What follows belongs to an exercise in optimizing a design on an open flow for small area, a short achievable clock period and few clock cycles per item; a production flow would make more cautious choices. RTL that was checked went through simulation tests only; none was proved equivalent to the original. No activity file was given, so power comes from the tool's default toggle rates.

## before
// core_issue_top
module core_issue_top (
    input  logic                   clk,
    input  logic                   rst,
    input  logic                   instr_valid,
    input  logic [31:0]            instr_word,
    input  logic                   flush,
    output logic                   stall,
    output logic                   wb_valid,
    output logic [5-1:0] wb_rd,
    output logic [32-1:0]       wb_data
);
    logic                   dec_ok;
    core_pkg::dec_t         dec;
    logic                   head_valid;
    core_pkg::dec_t         head;
    logic                   fire;
    logic                   ex_alu, ex_mul, ex_div;
    logic [5-1:0] ex_rd;
    logic [2:0]             ex_funct3;
    logic                   ex_sub;
    logic [32-1:0]       ex_a, ex_b;
    logic [32-1:0]       mul_a, mul_b;
    logic [32-1:0]       alu_res;
    logic                   s2_valid;
    logic [5-1:0] s2_rd;
    logic [32-1:0]       s2_res;
    logic                   div_busy;
    logic [5-1:0] div_rd;
    logic                   div_resv;
    logic                   div_wr;
    logic [32-1:0]       div_res;
    logic                   rf_we;
    logic [5-1:0] rf_waddr;
    logic [32-1:0]       rf_wdata;
    instr_decoder u_decoder (
        .instr_word (instr_word),
        .dec_ok     (dec_ok),
        .dec        (dec)
    );
    instr_queue u_queue (
        .clk        (clk),
        .rst        (rst),
        .flush      (flush),
        .push       (instr_valid && !flush && dec_ok),
        .wr_data    (dec),
        .pop        (fire),
        .head_valid (head_valid),
        .head       (head),
        .stall      (stall)
    );
    instruction_issue u_issue (
        .clk        (clk),
        .rst        (rst),
        .head_valid (head_valid),
        .head       (head),
        .fire       (fire),
        .ex_alu     (ex_alu),
        .ex_mul     (ex_mul),
        .ex_div     (ex_div),
        .ex_rd      (ex_rd),
        .ex_funct3  (ex_funct3),
        .ex_sub     (ex_sub),
        .ex_a       (ex_a),
        .ex_b       (ex_b),
        .mul_a      (mul_a),
        .mul_b      (mul_b),
        .alu_res    (alu_res),
  ...
Size in the first run: ~6500 cells after synthesis, about 1500 flip-flops, about 86000 um^2 of cells after synthesis.
clock: 7.0 ns
lec_check: 0
abc_clock_period_in_ps: 3000
cap_margin: 20
core_margin: 2
core_utilization: 40
setup_slack_margin: 3.0
slew_margin: 20
run.sh (not shown) runs the stock make flow with config.mk's settings and CLKGATE_MAP_FILE= SYNTH_SCRIPT=/design/flow/synth_recipe.tcl, a recipe that flattens the netlist after the stock synthesis.
before finished end to end and its layout was clean on timing, DRC and antenna.
Testbench counts of before, summed over its fixed seeds: cycles 17,895, instrs 16,000.
Inputs modified between before and after:
- setting CTS_BUF_LIST to sky130_fd_sc_hd__clkbuf_4 sky130_fd_sc_hd__clkbuf_8 for the first time
Notes after the runs:
~same switching fraction of total power in before and after
Compared with before, after shows clock period minus final worst setup slack higher by 46 ps.
The higher layout clock buffer count of before and after is in after.
Diff after..before | sequential cell power | negligible

core_issue_top, a different RTL version from the one above (not shown whole).
Size: roughly 6300 cells after synthesis, ~1400 flip-flops, ~75 I/O pins, ~0.084 mm² of cells after synthesis.
export LEC_CHECK = 0
export ABC_CLOCK_PERIOD_IN_PS = 3000
export CAP_MARGIN = 20
export CORE_MARGIN = 2
export CORE_UTILIZATION = 40
export SETUP_SLACK_MARGIN = 3.0
export SLEW_MARGIN = 20
create_clock -name core_clock -period 7.0 [get_ports {clk}]
Testbench counts at the start, summed over its fixed seeds: cycles 17,756, instrs 16,000.
Then changed:
--- a/flow/config.mk
+++ b/flow/config.mk
@@ -10,4 +10,6 @@
 export CORE_MARGIN = 2
 export CORE_UTILIZATION = 40
+export CTS_CLUSTER_DIAMETER = 60
+export CTS_CLUSTER_SIZE = 20
 export SETUP_SLACK_MARGIN = 3.0
 export SLEW_MARGIN = 20
Outcome: Setup slack improves by 0.077 ns. Flip-flop and latch count stays the same. First-iteration DRC count went up by a few percent. Sequential power is about the same. Clock-buffer cell count went down by 89.
Then changed:
--- a/flow/config.mk
+++ b/flow/config.mk
@@ -10,6 +10,6 @@
 export CORE_MARGIN = 2
 export CORE_UTILIZATION = 40
-export CTS_CLUSTER_DIAMETER = 60
-export CTS_CLUSTER_SIZE = 20
+export CTS_CLUSTER_DIAMETER = 80
+export CTS_CLUSTER_SIZE = 30
 export SETUP_SLACK_MARGIN = 3.0
 export SLEW_MARGIN = 20
=>
- wire length increases by about 0.34%
- utilization decreases by 0.28 points
- clock-buffer cell count decreases by 33
- area after synthesis stays the same

Setup of run P:
Another version of the RTL of core_issue_top (not shown whole).
Size in the first run: about 5800 cells after synthesis, about 75 I/O pins.
export LEC_CHECK = 0
export ABC_CLOCK_PERIOD_IN_PS = 4500
export CAP_MARGIN = 20
export CORE_MARGIN = 2
export CORE_UTILIZATION = 40
export SETUP_SLACK_MARGIN = 2.5
export SLEW_MARGIN = 20
create_clock -name core_clock -period 7.0 [get_ports {clk}]
--- input diff run P..run K ---
diff --git a/flow/config.mk b/flow/config.mk
--- a/flow/config.mk
+++ b/flow/config.mk
@@ -6,8 +6,8 @@
 export NUM_CORES = 4
 export LEC_CHECK = 0
-export ABC_CLOCK_PERIOD_IN_PS = 4500
+export ABC_CLOCK_PERIOD_IN_PS = 3500
 export CAP_MARGIN = 20
 export CORE_MARGIN = 2
 export CORE_UTILIZATION = 40
-export SETUP_SLACK_MARGIN = 2.5
+export SETUP_SLACK_MARGIN = 3.5
 export SLEW_MARGIN = 20
Notes after the runs:
Run K finished all stages; however, its layout fails the closing checks, the failures being antenna rules.
Total power draw (run K over run P): increase, 3.1 mW
Summary of run K over run P: die area stayed essentially flat, signal arrival time at the worst endpoint level, sequential element share of the synthesized area stayed essentially flat.
Compared with run P, run K has less setup slack.
No run of this note included a check of the RTL's function; only the layout flow was run.

Another version of the RTL of core_issue_top (not shown whole).
Size: roughly 75 I/O pins, roughly 84000 um^2 of cells after synthesis.
Design core_issue_top, start of the top module:
module core_issue_top (
    input  logic                   clk,
    input  logic                   rst,
    input  logic                   instr_valid,
    input  logic [31:0]            instr_word,
    input  logic                   flush,
    output logic                   stall,
    output logic                   wb_valid,
    output logic [5-1:0] wb_rd,
    output logic [32-1:0]       wb_data
);
Settings: LEC_CHECK=0, ABC_CLOCK_PERIOD_IN_PS=3000, CAP_MARGIN=20, CORE_MARGIN=2, CORE_UTILIZATION=40, SETUP_SLACK_MARGIN=3.3, SLEW_MARGIN=20; clock period 7.0 ns.
==> next run, changes <==
SETUP_SLACK_MARGIN = 3.0   (was 3.3)
The changed run produced a clean layout.
Clock power increases by about 0.9%.
Core utilization decreases by 0.97 points.
Setup slack is better by 0.064 ns.
Global-route usage decreases by 0.40 points.
Synthesized area stays the same.
First-iteration DRC count decreases by 3.3%.
Wire length decreases by 1.2%.
Count of clock-buffer cells in the layout increases by 4.
Fmax increases by 1.5%.
Sequential power hardly moves.
Power decreases by 2.8%.
==> next run, changes <==
ABC_CLOCK_PERIOD_IN_PS = 2800   (was 3000)
SETUP_SLACK_MARGIN = 3.1   (was 3.0)
Effect: The changed run completed with no timing, DRC or antenna violations. Die area stays the same. Worst hold slack is better by 0.0056 ns. Fmax came out lower by about 0.56%. Via count came out higher by 0.49%. Clock skew came out higher by 0.041 ns. Clock power came out higher by about 1%. Routed wire length came out higher by about 2.5%. Non-clock buffer count came out higher by 54. Global-route usage came out higher by 0.77 points.
No functional check of the RTL was part of any run of this note.

lane 1:
Another version of the RTL of core_issue_top (not shown whole).
Size: ~6,300 cells after synthesis, roughly 1,500 flip-flops, roughly 75 I/O pins, ~0.085 mm^2 of cells after synthesis.
export LEC_CHECK = 0
export ABC_CLOCK_PERIOD_IN_PS = 2500
export CAP_MARGIN = 20
export CORE_MARGIN = 2
export CORE_UTILIZATION = 40
export SETUP_SLACK_MARGIN = 4.0
export SLEW_MARGIN = 20
create_clock -name core_clock -period 7.0 [get_ports {clk}]
Lane 1 ran in full, but the layout does not pass; the checks complain about capacitance limit, slew limit.
Testbench counts of lane 1, summed over its fixed seeds: cycles 18,202, instrs 16,000.
Input-level comparison between lane 2 and lane 1:
# lane 1
export LEC_CHECK = 0
export ABC_CLOCK_PERIOD_IN_PS = 2500
export CAP_MARGIN = 20
export CORE_MARGIN = 2
export CORE_UTILIZATION = 40
export SETUP_SLACK_MARGIN = 4.0
export SLEW_MARGIN = 20
create_clock -name core_clock -period 7.0 [get_ports {clk}]
# lane 2
export LEC_CHECK = 0
export ABC_AREA = 1
export CAP_MARGIN = 20
export CORE_MARGIN = 2
export CORE_UTILIZATION = 40
export SETUP_SLACK_MARGIN = 3.0
export SLEW_MARGIN = 20
create_clock -name core_clock -period 7.0 [get_ports {clk}]
### Flow results
Lane 2: full flow OK, the timing, design-rule and antenna checks passed
No crash in lane 1: every stage finished, but the layout fails its final checks due to capacitance limit, slew limit.
Taking lane 1 as the reference, in lane 2 total routed wirelength up 6.5%; area taken by multi-input logic gates went down.
Looking at number of cells on the worst reg-to-reg path, lane 2 sits above lane 1.

-- static timing again, ports no longer ideal --
How much do the figures lean on ideal ports? The routed layouts below were timed once more, with nothing changed but the port constraints. Step 1: set_driving_cell puts a clkbuf_16 on clk and a buf_2 on each other input, an assumption about the parent block. Step 2, shift: input delay + t, output delay - t, t = (earliest + latest rising clock arrival at the registers) / 2. This alone moves slack from input paths to output paths. a / b / c = ideal / step 1 / step 2; a / b = the first two.
| run | shift t [ns] | slack for setup (ns) | hold slack, ns | cell pins on the clock port's net |
|---|---|---|---|---|
| before | 0.918 | 2.918 / 2.918 / 2.918 | 0.351 / 0.351 / 0.351 | 1 |
| after | 1.109 | 2.871 / 2.871 / 2.871 | 0.345 / 0.345 / 0.345 | 1 |
| the first run of note 2 | 0.889 | 2.924 / 2.924 / 2.758 | 0.329 / 0.329 / 0.329 | 1 |
| the second run of note 2 | 0.878 | 3.001 / 3.001 / 2.758 | 0.349 / 0.349 / 0.349 | 1 |
| the third run of note 2 | 0.846 | 2.980 / 2.980 / 2.738 | 0.353 / 0.353 / 0.353 | 1 |
| run P | 0.864 | 2.049 / 2.049 / 2.049 | 0.340 / 0.340 / 0.340 | 1 |
| run K | 0.872 | 1.975 / 1.975 / 1.975 | 0.339 / 0.339 / 0.339 | 1 |
| the first run of note 4 | 0.877 | 2.703 / 2.611 / 2.906 | 0.338 / 0.338 / 0.338 | 1 |
| the second run of note 4 | 0.889 | 2.768 / 2.678 / 3.016 | 0.338 / 0.338 / 0.338 | 1 |
| the third run of note 4 | 0.898 | 2.744 / 2.652 / 3.073 | 0.344 / 0.344 / 0.344 | 1 |
| lane 1 | 0.899 | 2.884 / 2.884 / 2.884 | 0.362 / 0.362 / 0.362 | 1 |
| lane 2 | 0.913 | 2.785 / 2.785 / 2.785 | 0.346 / 0.346 / 0.346 | 1 |
For the second run of note 2, which loses most, drivers alone change the setup slack by 0.000 ns; drivers and shift together by -0.243 ns.
